This is an optimization exercise on Yosys and OpenROAD, whose aim is small area, a short achievable clock period and few clock cycles per item, not a production implementation.

## before
// ex_stage_mdu
module ex_stage_mdu (
    input  logic        clock,
    input  logic        reset,
    input  logic        in_valid,
    output logic        in_ready,
    input  logic [4:0]  op,
    input  logic [31:0] operand_a,
    input  logic [31:0] operand_b,
    input  logic [1:0]  fwd_sel_a,
    input  logic [1:0]  fwd_sel_b,
    input  logic [31:0] wb_data,
    input  logic        is_jump,
    input  logic [31:0] pt_wdata_in,
    input  logic [4:0]  pt_rd_in,
    input  logic [31:0] pt_pc_in,
    input  logic        mem_stall,
    input  logic        flush,
    output logic        out_valid,
    output logic [31:0] res_out,
    output logic [31:0] pt_wdata_out,
    output logic [4:0]  pt_rd_out,
    output logic [31:0] pt_pc_out,
    output logic        redirect_valid,
    output logic [31:0] redirect_addr,
    output logic        busy
);
export LEC_CHECK = 0
export ABC_AREA = 1
export CAP_MARGIN = 20
export CORE_MARGIN = 2
export CORE_UTILIZATION = 30
export SETUP_SLACK_MARGIN = 2.0
export SLEW_MARGIN = 40
export SYNTH_HIERARCHICAL = 1
export SYNTH_MINIMUM_KEEP_SIZE = 0
create_clock -name core_clock -period 16.0 [get_ports {clock}]
standard.sh (not shown) runs the stock make flow with config.mk's settings and CLKGATE_MAP_FILE= SYNTH_SCRIPT=/design/flow/synth_recipe.tcl, a recipe that flattens the netlist after the stock synthesis.
==> flow/flow/run.sh <==
#!/bin/bash
# Standard ORFS layout; ports are buffered with a regular buffer instead of
# the delay cell buffer_ports picks by default.
set -euo pipefail
bash standard.sh "BUFFER_PORTS_ARGS=-buffer_cell sky130_fd_sc_hd__buf_4" finish > orfs_make.log 2>&1
Modified inputs, after compared to before
--- a/flow/design.v
+++ b/flow/design.v
@@ -15,26 +15,26 @@
     input  logic [31:0] pt_pc_in,
     input  logic        mem_stall,
     input  logic        flush,
     output logic        out_valid,
     output logic [31:0] res_out,
     output logic [31:0] pt_wdata_out,
     output logic [4:0]  pt_rd_out,
     output logic [31:0] pt_pc_out,
     output logic        redirect_valid,
     output logic [31:0] redirect_addr,
     output logic        busy
 );
-    localparam int K = 4;
-    localparam int CW = 3;             
+    localparam int K = 3;
+    localparam int CW = 4;             
     logic [31:0] op_a, op_b;
     always_comb begin
         case (fwd_sel_a)
             2'd1:    op_a = res_out;
             2'd2:    op_a = wb_data;
             default: op_a = operand_a;
         endcase
         case (fwd_sel_b)
             2'd1:    op_b = res_out;
             2'd2:    op_b = wb_data;
             default: op_b = operand_b;
         endcase
@@ -705,64 +705,71 @@
     assign abs_b    = b_neg ? (~op_b + 32'd1) : op_b;
     assign b_zero   = (op_b == 32'd0);
     assign d_fast   = b_zero || (abs_a < abs_b);
     logic [31:0] fast_res;
     assign fast_res = d_remop ? op_a : {32{b_zero}};
     function automatic logic [5:0] clz32(input logic [31:0] x);
         logic [5:0] n;
         n = 6'd32;
         for (int i = 0; i < 32; i++) if (x[i]) n = 31 - i;
         clz32 = n;
     endfunction
     logic [5:0] clz_a, clz_b, pdiff;
-    logic [2:0] m1;
+    logic [3:0] m1;
     assign clz_a = clz32(abs_a);
     assign clz_b = clz32(abs_b);
     assign pdiff = clz_b - clz_a;            
-    assign m1    = pdiff[4:2];               
-    logic [63:0] norm;
-    assign norm = {4'd0, abs_a, 28'd0} >> {m1, 2'b00};
-    logic [31:0] rem, quo, dvs;
+    always_comb begin                        
+        m1 = 4'd0;
+        for (int i = 1; i < 11; i++) if (pdiff[4:0] >= 5'(3 * i)) m1 = 4'(i);
+    end
+    logic [64:0] norm, nsh0, nsh1, nsh2;
+    assign nsh0 = m1[0] ? {3'd0, 3'd0, abs_a, 27'd0} : {3'd0, abs_a, 30'd0};
+    assign nsh1 = m1[1] ? {6'd0, nsh0[64:6]} : nsh0;
+    assign nsh2 = m1[2] ? {12'd0, nsh1[64:12]} : nsh1;
+    assign norm = m1[3] ? {24'd0, nsh2[64:24]} : nsh2;
+    logic [31:0] rem, dvs;
+    logic [32:0] quo;
     logic [CW-1:0] cnt;
     logic        q_neg, r_sel;
     logic [31:0] d_wdata, d_pc;
     logic [4:0]  d_rd;
     logic [31:0] rem_s [0:K];
-    logic [31:0] quo_s [0:K];
+    logic [32:0] quo_s [0:K];
     logic [32:0] diff_s [0:K-1];
     always_comb begin
         rem_s[0] = rem;
         quo_s[0] = quo;
         for (int s = 0; s < K; s++) begin
-            diff_s[s]  = {rem_s[s], quo_s[s][31]} - {1'b0, dvs};
-            rem_s[s+1] = diff_s[s][32] ? {rem_s[s][30:0], quo_s[s][31]} : diff_s[s][31:0];
-            quo_s[s+1] = {quo_s[s][30:0], !diff_s[s][32]};
+            diff_s[s]  = {rem_s[s], quo_s[s][32]} - {1'b0, dvs};
+            rem_s[s+1] = diff_s[s][32] ? {rem_s[s][30:0], quo_s[s][32]} : diff_s[s][31:0];
+            quo_s[s+1] = {quo_s[s][31:0], !diff_s[s][32]};
         end
     end
     logic [31:0] d_pick, d_held, div_res;
     logic        fix;
-    assign d_pick  = r_sel ? rem_s[K] : quo_s[K];
-    assign d_held  = r_sel ? rem : quo;
+    assign d_pick  = r_sel ? rem_s[K] : quo_s[K][31:0];
+    assign d_held  = r_sel ? rem : quo[31:0];
     assign div_res = fix ? (~d_held + 32'd1) : d_pick;
     logic wr_single, wr_fast, start_div, wr_div, step, last;
     assign wr_single = fire && !flush && !is_div;
     assign wr_fast   = fire && !flush && is_div && d_fast;
     assign start_div = fire && !flush && is_div && !d_fast;
     assign last      = (cnt == '0);
     assign wr_div    = busy && !flush && !mem_stall && (fix || (last && !q_neg));
     assign step      = busy && !fix && (!last || q_neg || !mem_stall);
     always_ff @(posedge clock) begin
         if (start_div) begin
-            rem     <= norm[63:32];
-            quo     <= norm[31:0];
+            rem     <= norm[64:33];
+            quo     <= norm[32:0];
             dvs     <= abs_b;
             cnt     <= m1;
             fix     <= 1'b0;
             q_neg   <= d_remop ? a_neg : (a_neg ^ b_neg);
             r_sel   <= d_remop;
             d_wdata <= pt_wdata_in;
             d_rd    <= pt_rd_in;
             d_pc    <= pt_pc_in;
         end else if (step) begin
             rem <= rem_s[K];
             quo <= quo_s[K];
             cnt <= cnt - 1'b1;
## What came out
- after vs before — initial antenna violation count rose 9.
- In the tables for before and after, vertical extent of the die reads lower with after.
- simple AND/OR/NAND/NOR gates as the combinational family with the most area after synthesis was reported by after, and adder cells by before.
- On total placed instance area: between before and after, it ends up lower for after.
- For the number of vias per cell, after came in about 0.74% lower than before did.
- What before reported for post-CTS setup buffer count has to be multiplied by 0.812 to get the figure for after.
- after vs. before: clock-buffer cell count decreased by 3 relative to the old numbers; sequential cell count went up.
No run of this note included a check of the RTL's function; only the layout flow was run.

==> port drivers added, routing unchanged <==
In the flow no input, the clock included, has a driving cell. The finished layouts below were timed again as built, in two steps. Step 1, drivers: a clkbuf_16 drives clock and a buf_2 each remaining input, both assumed. Step 2 also shifts input and output timing later by t, the mid clock arrival at the registers, as if the neighbouring blocks saw the same clock. Slacks: ideal / step 1 / step 2; pairs: ideal / step 1.
| run | shift t [ns] | slack for setup (ns) | hold slack, ns | worst data-port slew with drivers (ns) | pins driven straight from the clock port |
|---|---|---|---|---|---|
| before | 0.617 | 2.126 / 2.104 / 2.104 | 0.464 / 0.464 / 0.464 | 0.15 | 1 |
| after | 0.617 | 2.100 / 2.073 / 2.073 | 0.460 / 0.460 / 0.460 | 0.10 | 1 |
After both steps setup and hold are still met in every run listed. The setup slack of after, which loses most, moves by -0.027 ns with the drivers and by -0.027 ns with both steps.
